From an optimization exercise on the open Yosys and OpenROAD flow, aimed at small area and a short achievable clock period; shortcuts taken in it are not production practice. Function was checked by simulation only, so behaviour that the tests miss may differ from the original.

== lane 1 ==
## dds_fir_gen
module dds_fir_gen (
   input  logic        aclk_0,
   input  logic        aresetn_0,
   input  logic [31:0] pinc_0,
   output logic [31:0] m_axis_data_tdata_0,
   output logic        M_AXIS_DATA_0_tvalid
);
export LEC_CHECK = 0
export CAP_MARGIN = 20
export CORE_MARGIN = 2
export CORE_UTILIZATION = 55
export CTS_BUF_LIST = sky130_fd_sc_hd__clkbuf_16
export CTS_CLUSTER_DIAMETER = 70
export CTS_CLUSTER_SIZE = 25
export SETUP_SLACK_MARGIN = 5.0
export SLEW_MARGIN = 20
export SYNTH_HIERARCHICAL = 1
create_clock -name core_clock -period 8.0 [get_ports {aclk_0}]
standard.sh (not shown) runs the stock make flow with config.mk's settings and CLKGATE_MAP_FILE= SYNTH_SCRIPT=/design/flow/synth_recipe.tcl, a recipe that flattens the netlist after the stock synthesis.
==> flow/flow/run.sh <==
#!/bin/bash
set -o pipefail
export BUFFER_PORTS_ARGS="-buffer_cell sky130_fd_sc_hd__buf_2"
bash standard.sh > standard.log 2>&1
Lane 1 completed; timing, DRC and antenna clean
#### Input delta (lane 2 over lane 1)
# lane 1
export LEC_CHECK = 0
export CAP_MARGIN = 20
export CORE_MARGIN = 2
export CORE_UTILIZATION = 55
export CTS_BUF_LIST = sky130_fd_sc_hd__clkbuf_16
export CTS_CLUSTER_DIAMETER = 70
export CTS_CLUSTER_SIZE = 25
export SETUP_SLACK_MARGIN = 5.0
export SLEW_MARGIN = 20
export SYNTH_HIERARCHICAL = 1
create_clock -name core_clock -period 8.0 [get_ports {aclk_0}]
# lane 2
export LEC_CHECK = 0
export CAP_MARGIN = 20
export CORE_MARGIN = 2
export CORE_UTILIZATION = 55
export CTS_BUF_LIST = sky130_fd_sc_hd__clkbuf_16
export CTS_CLUSTER_DIAMETER = 70
export CTS_CLUSTER_SIZE = 25
export SETUP_SLACK_MARGIN = 4.9
export SLEW_MARGIN = 20
export SYNTH_HIERARCHICAL = 1
create_clock -name core_clock -period 8.0 [get_ports {aclk_0}]
==> flow/run.sh (new file) <==
#!/bin/bash
# synth_recipe.tcl (not shown) runs the flow's synth.tcl, then flattens the netlist and writes it again
# the make line also repeats each setting of config.mk as NAME=value (left out here)
make -C /OpenROAD-flow-scripts/flow DESIGN_CONFIG=/design/flow/config.mk WORK_HOME=/design/flow/orfs CLKGATE_MAP_FILE= SYNTH_SCRIPT=/design/flow/synth_recipe.tcl finish
removed: flow/flow/run.sh
removed: flow/standard.sh
Findings:
Between lane 1 and lane 2, worst hold slack after final layout decreased.
From lane 1 to lane 2, final setup violation count did not move at all.
Taking lane 1 as the reference, in lane 2 met2 layer wire length in the routed design fell by 2.7%, utilization fell by 0.19 points, final critical-path share of the clock period rose by 0.88 points.
### lane 2 -> lane 3
# lane 2
export LEC_CHECK = 0
export CAP_MARGIN = 20
export CORE_MARGIN = 2
export CORE_UTILIZATION = 55
export CTS_BUF_LIST = sky130_fd_sc_hd__clkbuf_16
export CTS_CLUSTER_DIAMETER = 70
export CTS_CLUSTER_SIZE = 25
export SETUP_SLACK_MARGIN = 4.9
export SLEW_MARGIN = 20
export SYNTH_HIERARCHICAL = 1
create_clock -name core_clock -period 8.0 [get_ports {aclk_0}]
# lane 3
export LEC_CHECK = 0
export CAP_MARGIN = 20
export CORE_MARGIN = 2
export CORE_UTILIZATION = 65
export CTS_BUF_LIST = sky130_fd_sc_hd__clkbuf_8 sky130_fd_sc_hd__clkbuf_16
export CTS_CLUSTER_DIAMETER = 50
export CTS_CLUSTER_SIZE = 20
export SETUP_SLACK_MARGIN = 4.9
export SLEW_MARGIN = 20
export SYNTH_HIERARCHICAL = 1
create_clock -name core_clock -period 8.0 [get_ports {aclk_0}]
Notes after the runs:
Instance area after placement came out lower on lane 3 than on lane 2.
Length of routed met2 wiring, lane 3 vs lane 2: up by more than a quarter
In lane 3, sequential share of layout area is lower than in lane 2.
Lane 3 reports its startpoint of the worst setup timing path as vl_q[0][5] while lane 2 reports vl_q[0][4].
Summary of lane 3 over lane 2: number of antenna violations at the first check in global routing increased 2; worst hold margin essentially unchanged.
Here is what was changed in the inputs of lane 4 compared with lane 3.
# lane 3
export LEC_CHECK = 0
export CAP_MARGIN = 20
export CORE_MARGIN = 2
export CORE_UTILIZATION = 65
export CTS_BUF_LIST = sky130_fd_sc_hd__clkbuf_8 sky130_fd_sc_hd__clkbuf_16
export CTS_CLUSTER_DIAMETER = 50
export CTS_CLUSTER_SIZE = 20
export SETUP_SLACK_MARGIN = 4.9
export SLEW_MARGIN = 20
export SYNTH_HIERARCHICAL = 1
create_clock -name core_clock -period 8.0 [get_ports {aclk_0}]
# lane 4
export LEC_CHECK = 0
export CAP_MARGIN = 5
export CORE_MARGIN = 2
export CORE_UTILIZATION = 55
export CTS_BUF_LIST = sky130_fd_sc_hd__clkbuf_16
export CTS_CLUSTER_DIAMETER = 70
export CTS_CLUSTER_SIZE = 25
export SETUP_SLACK_MARGIN = 4.9
export SLEW_MARGIN = 5
export SYNTH_HIERARCHICAL = 1
create_clock -name core_clock -period 8.0 [get_ports {aclk_0}]
[summary]
Relative to lane 3, lane 4 improves time the final worst path needs with I/O delays and setup.
Iteration-0 DRC count of the detailed router down 552 in lane 4 wrt lane 3
Going from lane 3 to lane 4, final standard cell area without fillers lost 2.3%; post-route worst setup slack picked up an extra 110 ps.

Starting RTL as in the previous note.
clock: 8.0 ns
lec_check: 0
cap_margin: 20
core_margin: 2
core_utilization: 55
cts_buf_list: sky130_fd_sc_hd__clkbuf_8 sky130_fd_sc_hd__clkbuf_16
cts_cluster_diameter: 50
cts_cluster_size: 20
setup_slack_margin: 4.9
slew_margin: 20
synth_hierarchical: 1
run.sh (not shown) runs the stock make flow with config.mk's settings and CLKGATE_MAP_FILE= SYNTH_SCRIPT=/design/flow/synth_recipe.tcl, a recipe that flattens the netlist after the stock synthesis.
Stock flow here: none of the scripts above is used.
The baseline produced a clean layout.
Rerun with:
==> flow/flow/run.sh (new file) <==
#!/bin/bash
set -o pipefail
export CTS_ARGS="-sink_clustering_enable -repair_clock_nets -sink_clustering_size 25 -sink_clustering_max_diameter 70 -buf_list sky130_fd_sc_hd__clkbuf_16 -dont_use_dummy_load"
cp standard.sh standard_sh_copy.txt 2>/dev/null
bash standard.sh > standard.log 2>&1
==> flow/standard.sh (new file) <==
#!/bin/bash
# synth_recipe.tcl (not shown) runs the flow's synth.tcl, then flattens the netlist and writes it again
# the make line also repeats each setting of config.mk as NAME=value (left out here)
make -C /OpenROAD-flow-scripts/flow DESIGN_CONFIG=/design/flow/config.mk WORK_HOME=/design/flow/orfs CLKGATE_MAP_FILE= SYNTH_SCRIPT=/design/flow/synth_recipe.tcl "${@:-finish}"
CTS_BUF_LIST = sky130_fd_sc_hd__clkbuf_16   (was sky130_fd_sc_hd__clkbuf_8 sky130_fd_sc_hd__clkbuf_16)
CTS_CLUSTER_DIAMETER = 70   (was 50)
CTS_CLUSTER_SIZE = 25   (was 20)
removed: flow/run.sh
Result:
- register-to-register slack degrades by 0.11 ns
- cell area drops by about 2.6%
- hold slack degrades by 0.034 ns
- sequential share of layout area climbs by 0.98 points
Rerun with:
==> flow/flow/run.sh (replaced) <==
#!/bin/bash
set -o pipefail
export BUFFER_PORTS_ARGS="-buffer_cell sky130_fd_sc_hd__buf_2"
export CTS_ARGS="-sink_clustering_enable -repair_clock_nets -sink_clustering_size 25 -sink_clustering_max_diameter 70 -buf_list sky130_fd_sc_hd__clkbuf_16 -dont_use_dummy_load"
bash standard.sh > standard.log 2>&1
SETUP_SLACK_MARGIN = 5.0   (was 4.9)
=> Via count rises by 0.86%; worst hold slack gains 0.023 ns.
Rerun with:
==> flow/run.sh (new file) <==
#!/bin/bash
# synth_recipe.tcl (not shown) runs the flow's synth.tcl, then flattens the netlist and writes it again
# the make line also repeats each setting of config.mk as NAME=value (left out here)
make -C /OpenROAD-flow-scripts/flow DESIGN_CONFIG=/design/flow/config.mk WORK_HOME=/design/flow/orfs CLKGATE_MAP_FILE= SYNTH_SCRIPT=/design/flow/synth_recipe.tcl finish
CTS_BUF_LIST = sky130_fd_sc_hd__clkbuf_4 sky130_fd_sc_hd__clkbuf_8   (was sky130_fd_sc_hd__clkbuf_16)
CTS_CLUSTER_DIAMETER = not set   (was 70)
CTS_CLUSTER_SIZE = 30   (was 25)
SETUP_SLACK_MARGIN = 4.9   (was 5.0)
removed: flow/flow/run.sh
removed: flow/standard.sh
The new run finished with timing, DRC and antenna clean.
Die area is unchanged.
Global-route usage rises by 0.15 points.
Non-clock buffer count rises by 4.
Routed wire length goes down slightly.
Design area goes up by a few percent.
Area after synthesis stays the same.
Core utilization came out higher by 2.1 points.
Critical path depth shrinks by 3.

[separate check: timing with driven ports]
In the flow no input, the clock included, has a driving cell. The finished layouts below were timed again as built, in two steps. Step 1 sets driving cells, clkbuf_16 on the clock port and buf_2 on the other inputs (assumed; they add their load-dependent delay and slew). Step 2 times the ports against the registers' clock, not the clock port: input delays grow and output delays shrink by t, the midpoint of the rising clock arrivals with the driver on. a / b / c = ideal ports / drivers / drivers and shift; a / b = the first two.
run | t (ns) | setup WS [ns] | slew at the worst register clock pin (ns)
lane 1 | 0.662 | 5.014 / 5.014 / 4.572 | 0.10 / 0.10
lane 2 | 0.647 | 4.944 / 4.891 / 4.344 | 0.10 / 0.10
lane 3 | 0.635 | 4.831 / 4.831 / 4.388 | 0.09 / 0.09
lane 4 | 0.647 | 4.944 / 4.891 / 4.344 | 0.10 / 0.10
the first run of note 2 | 0.618 | 4.957 / 4.903 / 4.409 | 0.08 / 0.08
the second run of note 2 | 0.613 | 4.903 / 4.882 / 4.389 | 0.10 / 0.10
the third run of note 2 | 0.620 | 4.971 / 4.971 / 4.596 | 0.09 / 0.09
the fourth run of note 2 | 0.701 | 4.981 / 4.960 / 4.299 | 0.07 / 0.07
After both steps setup and hold are still met in every run listed. The setup slack of the fourth run of note 2, which loses most, moves by -0.021 ns with the drivers and by -0.682 ns with both steps.
